What follows belongs to an exercise in optimizing a design on an open flow for small area; a production flow would make more cautious choices. Where RTL was checked, it was by simulation tests only, not by an equivalence proof against the original. Power and IR drop assume default switching activity.

## pdm_mic_top
module pdm_mic_top (
    input  logic                    clk_i,
    input  logic                    rst_n_i,
    input  logic                    clear_i,
    input  logic [7-1:0] decim_i,
    input  logic                    pdm_data_i,
    input  logic                    rd_en_i,
    output logic                    pdm_clk_o,
    output logic [16-1:0] audio_o,
    output logic                    audio_valid_o,
    output logic                    clip_o,
    output logic                    overflow_o
);
For scale: ~1200 cells after synthesis, ~490 flip-flops, ~32 I/O pins, ~0.016 mm² of cells after synthesis.
clock: 10.0 ns
lec_check: 0
abc_area: 1
cap_margin: 20
core_margin: 2
core_utilization: 70
place_density: 0.8
slew_margin: 20
run.sh (not shown) runs the stock make flow with config.mk's settings and CLKGATE_MAP_FILE= SYNTH_SCRIPT=/design/flow/synth_recipe.tcl, a recipe that flattens the netlist after the stock synthesis.
==> next run, changes <==
--- a/flow/config.mk
+++ b/flow/config.mk
@@ -7,3 +7,2 @@
 export LEC_CHECK = 0
-export ABC_AREA = 1
 export CAP_MARGIN = 20
@@ -11,2 +10,4 @@
 export CORE_UTILIZATION = 70
+export CTS_CLUSTER_DIAMETER = 60
+export CTS_CLUSTER_SIZE = 30
 export PLACE_DENSITY = 0.8
Effect: The changed run went through all stages and came out clean; design area came out lower by a few percent; total power decreases by about a fifth; global-route usage falls by 2.7 points; via count shrinks by about a fifth; sequential share of layout area grows by 4.2 points; sequential cell count stays the same; synthesized area came out lower by a few percent; die area falls by a few percent; routed wire length shrinks by roughly a tenth; core utilization falls by 2.4 points.
==> next run, changes <==
--- a/flow/config.mk
+++ b/flow/config.mk
@@ -9,6 +9,6 @@
 export CORE_MARGIN = 2
-export CORE_UTILIZATION = 70
+export CORE_UTILIZATION = 85
 export CTS_CLUSTER_DIAMETER = 60
 export CTS_CLUSTER_SIZE = 30
-export PLACE_DENSITY = 0.8
+export PLACE_DENSITY = 0.9
 export SLEW_MARGIN = 20
Result: The new run finished clean. Die area drops by about a fifth. Cell area drops slightly. Sequential power hardly moves. Routed wire length climbs by well over a third. Cell count drops by a few percent. Global-route usage climbs by 17 points. Worst setup slack gets worse by 1.0 ns. Hold slack gets better by 0.0051 ns. Utilization climbs by 16 points. Sequential share of layout area climbs by 0.76 points.
==> next run, changes <==
--- a/flow/config.mk
+++ b/flow/config.mk
@@ -7,8 +7,9 @@
 export LEC_CHECK = 0
+export ABC_AREA = 1
 export CAP_MARGIN = 20
 export CORE_MARGIN = 2
-export CORE_UTILIZATION = 85
+export CORE_UTILIZATION = 70
 export CTS_CLUSTER_DIAMETER = 60
 export CTS_CLUSTER_SIZE = 30
-export PLACE_DENSITY = 0.9
+export PLACE_DENSITY = 0.8
 export SLEW_MARGIN = 20
Clock power climbs by about 20%; core utilization drops by 16 points; setup slack improves by 1.1 ns; non-clock buffer count drops by 1; via count climbs by about 3.2%; cell area climbs by about 4%; final cell count climbs by 31%; sequential cell count does not change; routed wire length drops by 28%; clock skew drops by 0.012 ns.
No functional check of the RTL was part of any run of this note.


Setup of job 101:
pdm_mic_top, a different RTL version from the one above (not shown whole).
For scale: roughly 460 flip-flops, about 32 I/O pins, about 14,000 µm² of cells after synthesis.
==> flow/config.mk <==
export PLATFORM = sky130hd
export DESIGN_NAME = pdm_mic_top
export DESIGN_NICKNAME = pdm_mic_top
export VERILOG_FILES = /design/flow/design.v
export SDC_FILE = /design/flow/constraint.sdc
export NUM_CORES = 4
export LEC_CHECK = 0
export CAP_MARGIN = 20
export CORE_MARGIN = 2
export CORE_UTILIZATION = 82
export CTS_CLUSTER_DIAMETER = 60
export CTS_CLUSTER_SIZE = 30
export PLACE_DENSITY = 0.88
export SLEW_MARGIN = 20
==> flow/constraint.sdc <==
create_clock -name core_clock -period 10.0 [get_ports {clk_i}]
set_input_delay 2.0000 -clock core_clock [delete_from_list [all_inputs] [get_ports {clk_i}]]
set_output_delay 2.0000 -clock core_clock [all_outputs]
set_load 0.01 [all_outputs]
standard.sh (not shown) runs the stock make flow with config.mk's settings and CLKGATE_MAP_FILE= SYNTH_SCRIPT=/design/flow/synth_recipe.tcl, a recipe that flattens the netlist after the stock synthesis.
==> flow/flow/run.sh <==
#!/bin/bash
# Own flow: the standard layout (standard.sh), with the port buffers made
# from the smallest buffer cell and clock-tree synthesis without dummy loads.
set -euo pipefail
export BUFFER_PORTS_ARGS="-buffer_cell sky130_fd_sc_hd__buf_1"
export CTS_ARGS="-sink_clustering_enable -repair_clock_nets -sink_clustering_size 30 -sink_clustering_max_diameter 60 -dont_use_dummy_load"
bash standard.sh > standard_flow.log 2>&1
> inputs changed (job 101 -> job 102)
==> flow/flow/run.sh <==
#!/bin/bash
# Own flow: the standard layout (standard.sh), with the port buffers made
# from the smallest buffer cell, clock-tree synthesis without dummy loads,
# and power recovery (downsizing of cells with timing slack) after global
# routing.
set -euo pipefail
export BUFFER_PORTS_ARGS="-buffer_cell sky130_fd_sc_hd__buf_1"
export CTS_ARGS="-sink_clustering_enable -repair_clock_nets -sink_clustering_size 30 -sink_clustering_max_diameter 60 -dont_use_dummy_load"
export RECOVER_POWER=100
bash standard.sh > standard_flow.log 2>&1
[summary]
The final report for job 102 shows a completed flow and a layout that fails verification, specifically max-capacitance violations, max-slew violations. Between job 102 and job 101, the worst hold slack figures differ only marginally. Job 101 reports its slowest cell on the critical path as sky130_fd_sc_hd__fa_1 while job 102 reports sky130_fd_sc_hd__clkbuf_1. In job 102, the cell area came out 0.59% below the value in job 101. The total wire length after detailed routing on job 102 is in line with that on job 101. In job 102, actual transition at the worst max-transition pin is higher than in job 101. In job 102 relative to job 101, total met2 wirelength after detailed routing had gone down slightly. Job 102 gives more final period utilization than job 101 did. From job 101 to job 102 the numbers moved as follows: timing-limited maximum frequency down 15%, area of the multi-input gates down 74 µm². Summary of job 102 over job 101: final worst clock skew about even, final number of max-transition violations rose 121.
Changes in job 103 relative to job 102:
# job 102
export LEC_CHECK = 0
export CAP_MARGIN = 20
export CORE_MARGIN = 2
export CORE_UTILIZATION = 82
export CTS_CLUSTER_DIAMETER = 60
export CTS_CLUSTER_SIZE = 30
export PLACE_DENSITY = 0.88
export SLEW_MARGIN = 20
create_clock -name core_clock -period 10.0 [get_ports {clk_i}]
# job 103
export LEC_CHECK = 0
export CAP_MARGIN = 20
export CORE_MARGIN = 2
export CORE_UTILIZATION = 83
export CTS_CLUSTER_DIAMETER = 60
export CTS_CLUSTER_SIZE = 30
export PLACE_DENSITY = 0.9
export SLEW_MARGIN = 20
create_clock -name core_clock -period 10.0 [get_ports {clk_i}]
==> flow/flow/run.sh <==
#!/bin/bash
# Own flow: the standard layout (standard.sh), with the port buffers made
# from the smallest buffer cell, clock-tree synthesis without dummy loads,
# and a power-recovery pass (downsizing cells with timing slack) before the
# placement resize step, which then repairs slew and capacitance.
set -euo pipefail
export BUFFER_PORTS_ARGS="-buffer_cell sky130_fd_sc_hd__buf_1"
export CTS_ARGS="-sink_clustering_enable -repair_clock_nets -sink_clustering_size 30 -sink_clustering_max_diameter 60 -dont_use_dummy_load"
export PRE_RESIZE_TCL="$PWD/flow/recover.tcl"
bash standard.sh > standard_flow.log 2>&1
==> flow/flow/recover.tcl (new file) <==
# Runs in ORFS's resize step before repair_design: downsize cells that have
# timing slack to spare (the clock period is met with several ns left), then
# let the step's repair_design fix any slew or capacitance this leaves.
set_dont_use $::env(DONT_USE_CELLS)
estimate_parasitics -placement
repair_timing -setup -recover_power 100
--- outcome ---
Switching portion of total power in job 103 is 1.1 points above job 102.
In summary, job 103 completed successfully, with a layout that passed the timing, design-rule and antenna checks.
Lower global-route usage was reported by job 102, not job 103.
Delta (job 103 minus job 102): wire length of the first global-routing pass has increased; max-cap check violation count has decreased; die area has decreased; share of cell area taken by multi-input logic gates has remained practically unchanged.
Changes in job 104 relative to job 103:
# job 103
export LEC_CHECK = 0
export CAP_MARGIN = 20
export CORE_MARGIN = 2
export CORE_UTILIZATION = 83
export CTS_CLUSTER_DIAMETER = 60
export CTS_CLUSTER_SIZE = 30
export PLACE_DENSITY = 0.9
export SLEW_MARGIN = 20
create_clock -name core_clock -period 10.0 [get_ports {clk_i}]
# job 104
export LEC_CHECK = 0
export CAP_MARGIN = 20
export CORE_MARGIN = 2
export CORE_UTILIZATION = 82
export CTS_CLUSTER_DIAMETER = 60
export CTS_CLUSTER_SIZE = 30
export PLACE_DENSITY = 0.88
export SLEW_MARGIN = 20
create_clock -name core_clock -period 10.0 [get_ports {clk_i}]
Notes after the runs:
- NOTE cell area job 103->job 104 increased slightly
- Job 104 vs. job 103: wire length went down by 3600 µm, fill cell total of the finished layout went up by 111, well tap count went up by 4.
- Compared with job 103, job 104 shows a higher worst setup slack.
- Between job 104 and job 103, the maximum frequency from static timing analysis is higher for job 104.
- Going from job 103 to job 104, total via count after detailed routing shrinks by 4.1%.
- Combinational group share of total power: lower on job 104
- On first-pass GRT wire length, job 103 loses to job 104.


## exp/onyx
Another version of the RTL of pdm_mic_top (not shown whole).
For scale: ~890 cells after synthesis, roughly 32 I/O pins, ~14,000 sq um of cells after synthesis.
Settings: LEC_CHECK=0, CAP_MARGIN=20, CORE_MARGIN=2, CORE_UTILIZATION=80, CTS_CLUSTER_DIAMETER=60, CTS_CLUSTER_SIZE=30, PLACE_DENSITY=0.85, SLEW_MARGIN=20; clock period 10.0 ns.
==> flow/flow/run.sh <==
#!/bin/bash
# Own flow: the standard layout (standard.sh), with the port buffers made
# from the smallest buffer cell and clock-tree synthesis without dummy loads.
set -euo pipefail
export BUFFER_PORTS_ARGS="-buffer_cell sky130_fd_sc_hd__buf_1"
export CTS_ARGS="-sink_clustering_enable -repair_clock_nets -sink_clustering_size 36 -sink_clustering_max_diameter 60 -dont_use_dummy_load"
bash standard.sh > standard_flow.log 2>&1
The inputs of exp/lagoon differ from those of exp/onyx as listed below.
-- flow/flow/run.sh --
<<< exp/onyx, line 6
export CTS_ARGS="-sink_clustering_enable -repair_clock_nets -sink_clustering_size 36 -sink_clustering_max_diameter 60 -dont_use_dummy_load"
>>> exp/lagoon, line 6
export CTS_ARGS="-sink_clustering_enable -repair_clock_nets -sink_clustering_size 30 -sink_clustering_max_diameter 60 -dont_use_dummy_load"
Results
Compared exp/lagoon against exp/onyx; insertion delay of the later-clocked pin in the worst-skew pair within noise. Of exp/lagoon and exp/onyx, exp/onyx shows the higher DRC marker count from the first detailed-route iteration, with exp/lagoon below it. Number of fill cells, exp/lagoon and exp/onyx: larger value in exp/lagoon. Compared with exp/onyx, in exp/lagoon number of hold-slack violations in the final timing report has remained practically unchanged, post-layout utilization of the core now sits higher. [compare] base=exp/onyx new=exp/lagoon: worst-case setup margin in the final layout lost 0.099 ns, fraction of standard cell area that is sequential level, fmax has decreased.
[inputs] exp/raven vs exp/lagoon
-- flow/flow/run.sh --
<<< exp/lagoon, line 6
export CTS_ARGS="-sink_clustering_enable -repair_clock_nets -sink_clustering_size 30 -sink_clustering_max_diameter 60 -dont_use_dummy_load"
>>> exp/raven, line 6
export CTS_ARGS="-sink_clustering_enable -repair_clock_nets -sink_clustering_size 20 -sink_clustering_max_diameter 40 -dont_use_dummy_load -root_buf sky130_fd_sc_hd__clkbuf_16 -buf_list {sky130_fd_sc_hd__clkbuf_8}"
Findings:
- exp/raven ends up with a fmax that is 6.8 MHz higher than in exp/lagoon.
- Lower proportion of layout cells with a drive suffix above 1 among exp/raven and exp/lagoon: exp/lagoon
- On first-iteration detailed-routing DRC count, exp/raven does better than exp/lagoon.

[static timing again, ports no longer ideal]
No port has a modelled driver above. Below, the same layouts with a new extraction and two added sets of constraints.
Step 1 (the two cells are an assumption about what drives the block):
set clk [get_ports {clk_i}]
set_driving_cell -lib_cell sky130_fd_sc_hd__clkbuf_16 $clk
set_driving_cell -lib_cell sky130_fd_sc_hd__buf_2 [delete_from_list [all_inputs] $clk]
Step 2 moves the port delays by t, midway between the first and last clock arrival at a register: inputs arrive t later, outputs are due t later. That takes back most of the time a late clock gives input paths.
Slacks: ideal / step 1 / step 2; pairs: ideal / step 1.
run | shift t [ns] | setup WS [ns] | hold WS [ns] | worst slew at a driven data input, ns
the first run of note 1 | 0.575 | 4.860 / 4.860 / 4.860 | 0.318 / 0.318 / 0.318 | 0.04
the second run of note 1 | 0.586 | 4.885 / 4.885 / 4.885 | 0.315 / 0.315 / 0.315 | 0.03
the third run of note 1 | 0.577 | 3.861 / 3.861 / 3.861 | 0.320 / 0.320 / 0.320 | 0.04
the fourth run of note 1 | 0.584 | 4.917 / 4.917 / 4.917 | 0.328 / 0.328 / 0.328 | 0.04
job 101 | 0.556 | 4.324 / 4.324 / 4.324 | 0.282 / 0.282 / 0.282 | 0.04
job 102 | 0.556 | 3.296 / 3.296 / 3.296 | 0.281 / 0.281 / 0.281 | 0.05
job 103 | 0.556 | 3.899 / 3.899 / 3.899 | 0.307 / 0.307 / 0.307 | 0.05
job 104 | 0.558 | 3.985 / 3.985 / 3.985 | 0.295 / 0.295 / 0.295 | 0.05
exp/onyx | 0.557 | 4.494 / 4.494 / 4.494 | 0.301 / 0.301 / 0.301 | 0.04
exp/lagoon | 0.562 | 4.395 / 4.395 / 4.395 | 0.319 / 0.319 / 0.319 | 0.05
exp/raven | 0.537 | 4.600 / 4.600 / 4.600 | 0.287 / 0.287 / 0.287 | 0.05
